What follows belongs to an exercise in optimizing a design on an open flow for small area, a short achievable clock period and few clock cycles per item; a production flow would make more cautious choices. RTL that was checked went through simulation tests only; none was proved equivalent to the original.

run A:
## pipelined_floating_point_multiplier
module pipelined_floating_point_multiplier #(
  parameter int unsigned EXPONENT_WIDTH   = 8,
  parameter int unsigned MANTISSA_WIDTH   = 23,
  parameter int unsigned ROUND_TO_NEAREST = 1
) (
  input  logic        clk,
  input  logic        rst,
  input  logic        in_valid,
  output logic        in_ready,
  input  logic [31:0] a,
  input  logic [31:0] b,
  output logic        out_valid,
  input  logic        out_ready,
  output logic [31:0] out,
  output logic        underflow_flag,
  output logic        overflow_flag,
  output logic        invalid_operation_flag
);
  logic en;
  logic r2_v;
  fpm_rdy u_rdy_port (.v(r2_v), .ordy(out_ready), .rdy(in_ready));
  fpm_rdy u_rdy_en   (.v(r2_v), .ordy(out_ready), .rdy(en));
  logic        a_s, b_s;
  logic [7:0]  a_e, b_e;
  logic [22:0] a_m, b_m;
  assign {a_s, a_e, a_m} = a;
  assign {b_s, b_e, b_m} = b;
  logic a_e1, b_e1, a_ez, b_ez;
  assign a_e1 = &a_e;
  assign b_e1 = &b_e;
  assign a_ez = ~|a_e;
  assign b_ez = ~|b_e;
  logic [25:0] yy;
  logic [11:0] c_bone, c_btwo, c_bneg;
  assign yy = {1'b1, b_m, 1'b0};
  always_comb begin
    for (int k = 0; k < 12; k++) begin
      c_bone[k] = yy[2*k+1] ^ yy[2*k];
      c_btwo[k] = (yy[2*k+2] & ~yy[2*k+1] & ~yy[2*k]) | (~yy[2*k+2] & yy[2*k+1] & yy[2*k]);
      c_bneg[k] = yy[2*k+2];
    end
  end
  ...
export LEC_CHECK = 0
export CAP_MARGIN = 20
export CORE_MARGIN = 2
export CORE_UTILIZATION = 40
export SETUP_SLACK_MARGIN = 4.95
export SLEW_MARGIN = 20
export SYNTH_HIERARCHICAL = 1
create_clock -name core_clock -period 9.0 [get_ports {clk}]
standard.sh (not shown) runs the stock make flow with config.mk's settings and CLKGATE_MAP_FILE= SYNTH_SCRIPT=/design/flow/synth_recipe.tcl, a recipe that flattens the netlist after the stock synthesis.
==> flow/flow/run.sh <==
#!/bin/bash
# The standard layout with two changes: the port buffers are buf_1
# cells, and ABC maps the logic with flow/abc_map.script (one delay-driven
# mapping pass with area recovery) instead of ORFS's speed script. The rest
# of the standard flow's synthesis script (synth_recipe.tcl) runs unchanged. The make
# output goes to standard.log; ORFS keeps each step's log under orfs/logs.
set -euo pipefail
here=$(pwd)
export BUFFER_PORTS_ARGS="-buffer_cell sky130_fd_sc_hd__buf_1"
export FLOW_SYNTH_TCL="$here/synth_recipe.tcl"
export MY_ABC_SCRIPT="$here/flow/abc_map.script"
sed "s|SYNTH_SCRIPT=[^ ]*|SYNTH_SCRIPT=$here/flow/synth_wrap.tcl|" standard.sh > standard_abc.sh
bash standard_abc.sh > standard.log 2>&1
==> flow/flow/abc_map.script <==
&get -n
&st
&dch
&nf -R 1000
&put
buffer -c
topo
stime -c
upsize -c
dnsize -c
==> flow/flow/synth_wrap.tcl <==
# synth_recipe.tcl with one change: every abc call uses the script named by
# MY_ABC_SCRIPT in place of the one ORFS picks.
proc abc {args} {
  set i [lsearch -exact $args -script]
  if {$i >= 0 && [info exists ::env(MY_ABC_SCRIPT)]} {
    lset args [expr {$i + 1}] $::env(MY_ABC_SCRIPT)
    puts "synth_wrap: abc runs $::env(MY_ABC_SCRIPT)"
  }
  yosys abc {*}$args
}
source $::env(FLOW_SYNTH_TCL)
Testbench counts of run A, summed over its fixed seeds: cycles 12,024, items 12,000.
Here is what was changed in the inputs of run B compared with run A.
==> flow/flow/abc_map.script <==
&get -n
&st
&dch
&nf
&put
buffer -c
topo
stime -c
upsize -c
dnsize -c
Results
- Number of flip-flops and latches delta (run B -> run A): insignificant
- | critical-path maximum fanout | run B vs run A | 13 higher |
- As far as remaining antenna violation count after routing goes, run A and run B are indistinguishable; the numbers are identical.
- Looking at clock buffer count, run B sits above run A.
- Re starting density of the core: run A and run B aren't equal, and the lower value belongs to run A.
- The higher overall track demand over capacity in global routing of run A and run B is in run B.
- From run A to run B the numbers moved as follows: worst-case setup margin in the final layout went up 400 ps, clock buffer and inverter area fraction after layout closely matched the old numbers.
- Buffers plus inverters on the worst setup path (higher): run A
The following lists how run C was set up differently from run B:
Settings: SETUP_SLACK_MARGIN now 5.0, was 4.95.
==> flow/flow/run.sh <==
#!/bin/bash
# Standard layout, with the port buffers as buf_2 cells instead of the
# default choice. Each tool's output goes to a log file in this folder.
set -e

export BUFFER_PORTS_ARGS="-buffer_cell sky130_fd_sc_hd__buf_2"
bash standard.sh > standard.log 2>&1
removed: flow/flow/abc_map.script
removed: flow/flow/synth_wrap.tcl
==> comparison <==
Last weighted congestion value of the routability-driven placer: lower on run B. Number of cells on the worst reg-to-reg path up 5 in run C wrt run B. Utilization on run C is down relative to run B. Run B → run C: layout overhead on the synthesized area saw a decrease, logic depth of the worst path, buffers included saw an increase. Looking at capturing instance or port of the critical path, the r2_o[11]$_SDFFCE_PP0P_ result is from run C; the r1_cin$_DFFE_PP_ one comes from run B. Run C has less setup slack than run B. Lower sequential share of layout area was reported by run C, not run B. The number of clock-tree buffers in the layout reported for run C is smaller than that of run B by 1. Diff run B and run C: total of cells resized after clock tree synthesis lower in run C. Any difference in share of cell area taken by muxes after synthesis between run C and run B is small enough to ignore. Compared to run B, run C has sum of met3 wire segment lengths after detailed routing 12% higher.
Input-level comparison between run D and run C:
Settings: SETUP_SLACK_MARGIN changed from 5.0 to 4.8; CTS_BUF_LIST newly set to sky130_fd_sc_hd__clkbuf_16; CTS_CLUSTER_SIZE newly set to 30.
## What came out
- In terms of routed wire length on met2, run D and run C differ only marginally.
- The higher minimum setup slack among reg-to-reg paths of run D and run C is in run C.
- Multi-input gate share of the layout cell area: run D higher than run C
- [compare] base=run C new=run D: worst-case setup margin in the final layout down 130 ps, final area fell about 1.6%.
- Global-route usage is higher on run C
- Run D vs. run C: buffer and inverter count on the worst path went down by 3.

JK:
pipelined_floating_point_multiplier, a different RTL version from the one above (not shown whole).
Size in the first run: about 2100 cells after synthesis, ~23000 sq um of cells after synthesis.
Settings: LEC_CHECK=0, CAP_MARGIN=20, CORE_MARGIN=2, CORE_UTILIZATION=40, CTS_BUF_LIST=sky130_fd_sc_hd__clkbuf_8 sky130_fd_sc_hd__clkbuf_16, SETUP_SLACK_MARGIN=4.8, SLEW_MARGIN=20, SYNTH_HIERARCHICAL=1; clock period 9.0 ns.
==> flow/flow/run.sh <==
#!/bin/bash
# Standard layout, with the port buffers as buf_2 cells instead of the
# default choice. Each tool's output goes to a log file in this folder.
set -e

export BUFFER_PORTS_ARGS="-buffer_cell sky130_fd_sc_hd__buf_2"
bash standard.sh > standard.log 2>&1
JK went all the way through synthesis, placement and routing and the layout is clean on timing, DRC and antenna.
### JK -> MS
Settings: CORE_UTILIZATION: 40 -> 55; CTS_BUF_LIST: sky130_fd_sc_hd__clkbuf_8 sky130_fd_sc_hd__clkbuf_16 -> unset.
Findings:
- Sort MS and JK by routed length on met2 desc -> top: MS
- The more densely filled core belongs to MS, not JK.
- MS against JK: first-iteration DRC count lost 384, max-cap violation count roughly the same, via count higher.
- Compared with JK, in MS multi-input gate share of the layout cell area saw an increase, highest clock frequency the design can meet roughly the same.
- Number of signal-net buffers in the layout went down by a few percent going from JK to MS.
Input changes introduced in AL (baseline for comparison: MS):
Settings: changing CORE_UTILIZATION from 55 to 40.
Findings:
Maximum frequency: AL vs MS, no meaningful difference
Changes observed in AL relative to MS: met2 wire length now smaller, sequential share of layout area now smaller.
The remaining max-slew budget at the tightest pin reported for AL is greater than that of MS by 5.7 points.
No run of this note included a check of the RTL's function; only the layout flow was run.

RTL: one of the versions met above, not the one the previous note started from.
For scale: about 110 I/O pins.
Settings: LEC_CHECK=0, CAP_MARGIN=20, CORE_MARGIN=2, CORE_UTILIZATION=40, SETUP_SLACK_MARGIN=5.0, SLEW_MARGIN=20, SYNTH_HIERARCHICAL=1; clock period 9.0 ns.
==> flow/flow/run.sh <==
#!/bin/bash
# Standard layout, with the port buffers as buf_1 cells instead of the
# default choice. Each tool's output goes to a log file in this folder.
set -e

export BUFFER_PORTS_ARGS="-buffer_cell sky130_fd_sc_hd__buf_1"
bash standard.sh > standard.log 2>&1
Testbench counts at the start, summed over its fixed seeds: cycles 12,024, items 12,000.
Then changed:
--- a/flow/config.mk
+++ b/flow/config.mk
@@ -10,3 +10,4 @@
 export CORE_UTILIZATION = 40
-export SETUP_SLACK_MARGIN = 5.0
+export PLACE_DENSITY = 0.75
+export SETUP_SLACK_MARGIN = 4.95
 export SLEW_MARGIN = 20
What happened: Via count rose by 3.3%; core utilization fell by 0.12 points; global-route usage fell by 0.61 points; sequential share of layout area is about the same; cell area is about the same.
Then changed:
==> flow/flow/run.sh (replaced) <==
#!/bin/bash
# The standard layout with two changes: the port buffers are buf_1
# cells, and ABC maps the logic with flow/abc_map.script (one delay-driven
# mapping pass with area recovery) instead of ORFS's speed script. The rest
# of the standard flow's synthesis script (synth_recipe.tcl) runs unchanged. The make
# output goes to standard.log; ORFS keeps each step's log under orfs/logs.
set -euo pipefail
here=$(pwd)
export BUFFER_PORTS_ARGS="-buffer_cell sky130_fd_sc_hd__buf_1"
export FLOW_SYNTH_TCL="$here/synth_recipe.tcl"
export MY_ABC_SCRIPT="$here/flow/abc_map.script"
sed "s|SYNTH_SCRIPT=[^ ]*|SYNTH_SCRIPT=$here/flow/synth_wrap.tcl|" standard.sh > standard_abc.sh
bash standard_abc.sh > standard.log 2>&1
==> flow/flow/abc_map.script (new file) <==
&get -n
&st
&dch
&nf
&st
&dch
&nf
&put
buffer -c
topo
stime -c
upsize -c
dnsize -c
==> flow/flow/synth_wrap.tcl (new file) <==
# synth_recipe.tcl with one change: every abc call uses the script named by
# MY_ABC_SCRIPT in place of the one ORFS picks.
proc abc {args} {
  set i [lsearch -exact $args -script]
  if {$i >= 0 && [info exists ::env(MY_ABC_SCRIPT)]} {
    lset args [expr {$i + 1}] $::env(MY_ABC_SCRIPT)
    puts "synth_wrap: abc runs $::env(MY_ABC_SCRIPT)"
  }
  yosys abc {*}$args
}
source $::env(FLOW_SYNTH_TCL)
--- a/flow/config.mk
+++ b/flow/config.mk
@@ -10,3 +10,2 @@
 export CORE_UTILIZATION = 40
-export PLACE_DENSITY = 0.75
 export SETUP_SLACK_MARGIN = 4.95
=> The changed run finished with timing, DRC and antenna clean. Hold slack gains 4.4 ps. Register-to-register slack loses 180 ps. Final area barely changes. First-iteration DRC count shrinks by roughly a tenth.
Then changed:
==> flow/flow/run.sh (replaced) <==
#!/bin/bash
# Standard layout, with the port buffers as buf_2 cells instead of the
# default choice. Each tool's output goes to a log file in this folder.
set -e

export BUFFER_PORTS_ARGS="-buffer_cell sky130_fd_sc_hd__buf_2"
bash standard.sh > standard.log 2>&1
--- a/flow/config.mk
+++ b/flow/config.mk
@@ -7,2 +7,3 @@
 export LEC_CHECK = 0
+export ABC_AREA = 1
 export CAP_MARGIN = 20
@@ -10,3 +11,3 @@
 export CORE_UTILIZATION = 40
-export SETUP_SLACK_MARGIN = 4.95
+export SETUP_SLACK_MARGIN = 4.8
 export SLEW_MARGIN = 20
removed: flow/flow/abc_map.script
removed: flow/flow/synth_wrap.tcl
Outcome: The new run ran to the end with no violations; cell area rose by 3.1%; wire length rose by about 13%; hold slack hardly moves; utilization fell by 2.6 points; global-route usage fell by 0.32 points; die area rose by about 9%.
Then changed:
--- a/flow/config.mk
+++ b/flow/config.mk
@@ -7,3 +7,2 @@
 export LEC_CHECK = 0
-export ABC_AREA = 1
 export CAP_MARGIN = 20
@@ -11,3 +10,3 @@
 export CORE_UTILIZATION = 40
-export SETUP_SLACK_MARGIN = 4.8
+export SETUP_SLACK_MARGIN = 4.95
 export SLEW_MARGIN = 20
After rerunning: The changed run completed with no timing, DRC or antenna violations; cell count shrinks by 17%; core utilization grows by 0.71 points; hold slack improves by 4.4 ps.
Then changed:
==> flow/flow/run.sh (replaced) <==
#!/bin/bash
# Standard layout, with the port buffers as buf_1 cells instead of the
# default choice. Each tool's output goes to a log file in this folder.
set -e

export BUFFER_PORTS_ARGS="-buffer_cell sky130_fd_sc_hd__buf_1"
bash standard.sh > standard.log 2>&1
Outcome: The changed run passed the timing, DRC and antenna checks; synthesized area does not change; utilization came out lower by 0.28 points; register-to-register slack improved by 40 ps; maximum frequency rises by 0.92%.

separate check: timing with driven ports:
The results above use ideal ports. As a check the final layouts listed here were re-extracted and re-timed, cells and wires unchanged. Step 1: set_driving_cell puts a clkbuf_16 on clk and a buf_2 on each other input, an assumption about the parent block. Step 2 also shifts input and output timing later by t, the mid clock arrival at the registers, as if the neighbouring blocks saw the same clock. Slacks: no drivers / after step 1 / after step 2; pairs: no drivers / after step 1.
run | t (ns) | slack for setup (ns) | clock arrival spread, ns
run A | 0.546 | 4.613 / 4.613 / 4.613 | 0.027 / 0.027
run B | 0.548 | 5.010 / 5.010 / 5.010 | 0.017 / 0.016
run C | 0.567 | 4.992 / 4.992 / 4.992 | 0.021 / 0.020
run D | 0.568 | 4.861 / 4.861 / 4.861 | 0.021 / 0.021
JK | 0.555 | 4.857 / 4.857 / 4.857 | 0.028 / 0.029
MS | 0.548 | 4.865 / 4.865 / 4.865 | 0.019 / 0.019
AL | 0.555 | 4.857 / 4.857 / 4.857 | 0.028 / 0.029
the first run of note 3 | 0.566 | 5.047 / 5.025 / 5.025 | 0.023 / 0.023
the second run of note 3 | 0.562 | 4.945 / 4.945 / 4.945 | 0.025 / 0.024
the third run of note 3 | 0.554 | 4.767 / 4.767 / 4.767 | 0.025 / 0.026
the fourth run of note 3 | 0.550 | 4.836 / 4.836 / 4.745 | 0.030 / 0.031
the fifth run of note 3 | 0.569 | 5.027 / 5.009 / 5.009 | 0.021 / 0.021
the sixth run of note 3 | 0.569 | 5.063 / 5.041 / 5.041 | 0.023 / 0.023
After both steps every run listed still meets setup and hold. The setup slack of the fourth run of note 3, which loses most, moves by 0.000 ns with the drivers and by -0.091 ns with both steps.
